Source: an optimization exercise on an open RTL-to-GDS flow (aim: small area, a short achievable clock period and few clock cycles per item). Production flows keep margins and buffers that such runs may drop.
In this exercise RTL edits were held to simulation tests only and were not proved equivalent to the original.

==> flow/design.v (excerpt) <==
module md_ctrl (
   input  logic        Clk,
   input  logic        Reset,
   input  logic        Start,
   input  logic [2:0]  Op,
   input  logic [31:0] A,
   input  logic [31:0] B,
   input  logic        Flush,
   output logic        Busy,
   output logic [31:0] HI,
   output logic [31:0] LO
);
For scale: about 4,500 cells after synthesis, roughly 170 flip-flops, roughly 140 I/O pins, ~37,000 sq um of cells after synthesis.
Settings: LEC_CHECK=0, CAP_MARGIN=60, CORE_MARGIN=2, CORE_UTILIZATION=55, SLEW_MARGIN=60; clock period 80.0 ns.
standard.sh (not shown) runs the stock make flow with config.mk's settings and CLKGATE_MAP_FILE= SYNTH_SCRIPT=/design/flow/synth_recipe.tcl, a recipe that flattens the netlist after the stock synthesis.
==> flow/flow/run.sh <==
#!/bin/bash
# Standard layout, except that the port buffers are buf_2 cells rather than
# the default delay buffers, so the fixed input/output delays are not
# lengthened by the port buffers themselves.
set -euo pipefail
export BUFFER_PORTS_ARGS="-buffer_cell sky130_fd_sc_hd__buf_2"
bash standard.sh finish > standard_flow.log 2>&1
The first run went through all stages and came out clean.
Testbench counts at the start, summed over its fixed seeds: cycles 13,576, items 4,800.
Next try:
CAP_MARGIN = 20   (was 60)
GPL_TIMING_DRIVEN = 1   (was unset)
SLEW_MARGIN = 20   (was 60)
=> Via count hardly moves; setup slack loses 0.099 ns; die area does not change; fmax drops by 0.57%; cell area drops by 3.3%; synthesized cell count does not change.
Next try:
GPL_TIMING_DRIVEN = unset   (was 1)
Outcome: Utilization does not change. First-iteration DRC count stays the same. Sequential share of layout area is unchanged. Non-clock buffer count does not change. Worst hold slack is unchanged. Clock skew is unchanged. Setup slack is unchanged. Routed wire length stays the same. Final area does not change.

* * *

Another version of the RTL of md_ctrl (not shown whole).
Size: about 4400 cells after synthesis, roughly 170 flip-flops, about 140 I/O pins, roughly 33000 µm² of cells after synthesis.
export LEC_CHECK = 0
export ABC_AREA = 1
export CAP_MARGIN = 20
export CORE_MARGIN = 2
export CORE_UTILIZATION = 40
export SLEW_MARGIN = 70
export SYNTH_HIERARCHICAL = 1
create_clock -name core_clock -period 80.0 [get_ports {Clk}]
Scripts as last shown in full above: flow/flow/run.sh
Testbench counts at the start, summed over its fixed seeds: cycles 13,576, items 4,800.
Edit:
--- a/flow/config.mk
+++ b/flow/config.mk
@@ -11,2 +11,2 @@
-export CORE_UTILIZATION = 40
-export SLEW_MARGIN = 70
+export CORE_UTILIZATION = 60
+export SLEW_MARGIN = 60
After rerunning: The changed run went through all stages and came out clean; worst setup slack got worse by 0.012 ns; first-iteration DRC count went up by 18%; via count grows by 2.6%; critical path depth falls by 1; synthesized cell count is unchanged; cell area falls by 3.2%; wire length came out lower by 3.5%; area after synthesis does not change.
Edit:
--- a/flow/config.mk
+++ b/flow/config.mk
@@ -11,2 +11,2 @@
-export CORE_UTILIZATION = 60
-export SLEW_MARGIN = 60
+export CORE_UTILIZATION = 40
+export SLEW_MARGIN = 50
The new run produced a clean layout.
Global-route usage fell by 17 points.
Non-clock buffer count fell by 15.
Hold slack degrades by 0.012 ns.
Utilization fell by 22 points.
Setup slack degrades by 0.35 ns.
Via count fell by 3.6%.
Routed wire length rose by about 3%.
Clock skew hardly moves.
Flip-flop and latch count is unchanged.
Edit:
--- a/flow/config.mk
+++ b/flow/config.mk
@@ -11,2 +11,2 @@
-export CORE_UTILIZATION = 40
-export SLEW_MARGIN = 50
+export CORE_UTILIZATION = 50
+export SLEW_MARGIN = 55
Synthesized area stays the same.
Via count grows by 1.4%.
Design area hardly moves.
Wire length rises by 1.5%.
Maximum frequency rises by 2.3%.
Worst setup slack gets better by 0.40 ns.

* * *

md_ctrl again, from the RTL that the note above started with.
clock: 80.0 ns
lec_check: 0
abc_area: 1
cap_margin: 20
core_margin: 2
core_utilization: 40
slew_margin: 40
synth_hierarchical: 1
Scripts as last shown in full above: flow/flow/run.sh
Testbench counts at the start, summed over its fixed seeds: cycles 13,576, items 4,800.
Rerun with:
--- a/flow/config.mk
+++ b/flow/config.mk
@@ -10,4 +10,4 @@
 export CORE_MARGIN = 2
 export CORE_UTILIZATION = 40
-export SLEW_MARGIN = 40
+export SLEW_MARGIN = 60
 export SYNTH_HIERARCHICAL = 1
After rerunning:
- The new run completed with no timing, DRC or antenna violations
- cell area rises by 1.2%
- critical path depth stays the same
- flip-flop and latch count is unchanged

* * *

Setup of xenon:
Starting RTL as in the previous note.
clock: 80.0 ns
lec_check: 0
abc_area: 1
cap_margin: 50
core_margin: 2
core_utilization: 40
slew_margin: 60
synth_hierarchical: 1
Scripts as last shown in full above: flow/flow/run.sh
xenon | status: complete | timing, DRC, antenna: pass
Testbench counts of xenon, summed over its fixed seeds: cycles 13,576, items 4,800.
What harbor does differently from xenon at the input level:
- changing CAP_MARGIN from 50 to 20
- changing SLEW_MARGIN from 60 to 80
The capture point of the critical path comes out r_lo[0] in one run and LO[12] in the other, namely in xenon and harbor respectively.
Looking at minimum clock period, harbor sits 0.16 ns lower than xenon does.
From xenon to harbor the numbers moved as follows: pre-CTS setup slack up 0.16 ns; clock-pin transition on the worst setup and hold timing paths flat; total wire length up 2.6%; remaining design rule violation count flat.
Inputs modified between harbor and pepper:
- swapping 80 for 60 in SLEW_MARGIN
- swapping 40 for 50 in CORE_UTILIZATION
### Flow results
- Routed wire in pepper totals less than in harbor.
- Sort pepper and harbor by placement-stage cell area, ascending, and pepper comes first.
- pepper ends up with higher post-CTS clock slew at the launch and capture registers of the worst setup and hold paths than harbor does.
- Non-clock buffer count delta for pepper relative to harbor: 217 lower
- pepper: flow completed, timing, DRC and antenna clean
- Taking harbor as the reference, in pepper max-slew headroom at the worst pin now smaller, final critical delay including setup and external delays now larger, via count now smaller.
--- input diff pepper..fjord ---
- SLEW_MARGIN now 20, was 60
- CORE_UTILIZATION now 40, was 50
==> notes.md <==
- Cmp fjord and pepper / setup slack / lower: fjord
- When fjord is measured against pepper, its chip width turns out 12% higher.
- Going from pepper to fjord, clock period minus worst slack increased by 0.39 ns relative to the old numbers.
- Going from pepper to fjord, fmax went down by 0.0013 GHz, number of fill cells in the layout went up by 28%.

port drivers added, routing unchanged:
The flow's constraints put no driver on any port. The routed layouts listed below were extracted and timed again, unchanged, in two steps. Step 1, drivers: a clkbuf_16 drives Clk and a buf_2 each remaining input, both assumed. Step 2 also shifts input and output timing later by t, the mid clock arrival at the registers, as if the neighbouring blocks saw the same clock. Slacks: ideal / step 1 / step 2; pairs: ideal / step 1.
run	t (ns)	setup WS [ns]	worst slew at a driven data input, ns
the first run of note 1	0.546	62.758 / 62.694 / 62.297	0.04
the second run of note 1	0.544	62.659 / 62.700 / 62.155	0.04
the third run of note 1	0.544	62.659 / 62.700 / 62.155	0.04
the first run of note 2	0.544	62.854 / 62.845 / 62.350	0.09
the second run of note 2	0.577	62.842 / 62.829 / 62.310	0.04
the third run of note 2	0.542	62.487 / 62.530 / 61.989	0.09
the fourth run of note 2	0.570	62.884 / 62.820 / 62.423	0.04
the first run of note 3	0.545	62.509 / 62.548 / 62.003	0.09
the second run of note 3	0.534	62.769 / 62.789 / 62.255	0.10
xenon	0.534	62.769 / 62.789 / 62.255	0.10
harbor	0.550	62.930 / 62.867 / 62.431	0.09
pepper	0.586	62.885 / 62.817 / 62.423	0.04
fjord	0.548	62.490 / 62.501 / 61.987	0.10
After both steps setup and hold are still met in every run listed. The setup slack of the second run of note 2, which loses most, moves by -0.013 ns with the drivers and by -0.532 ns with both steps.
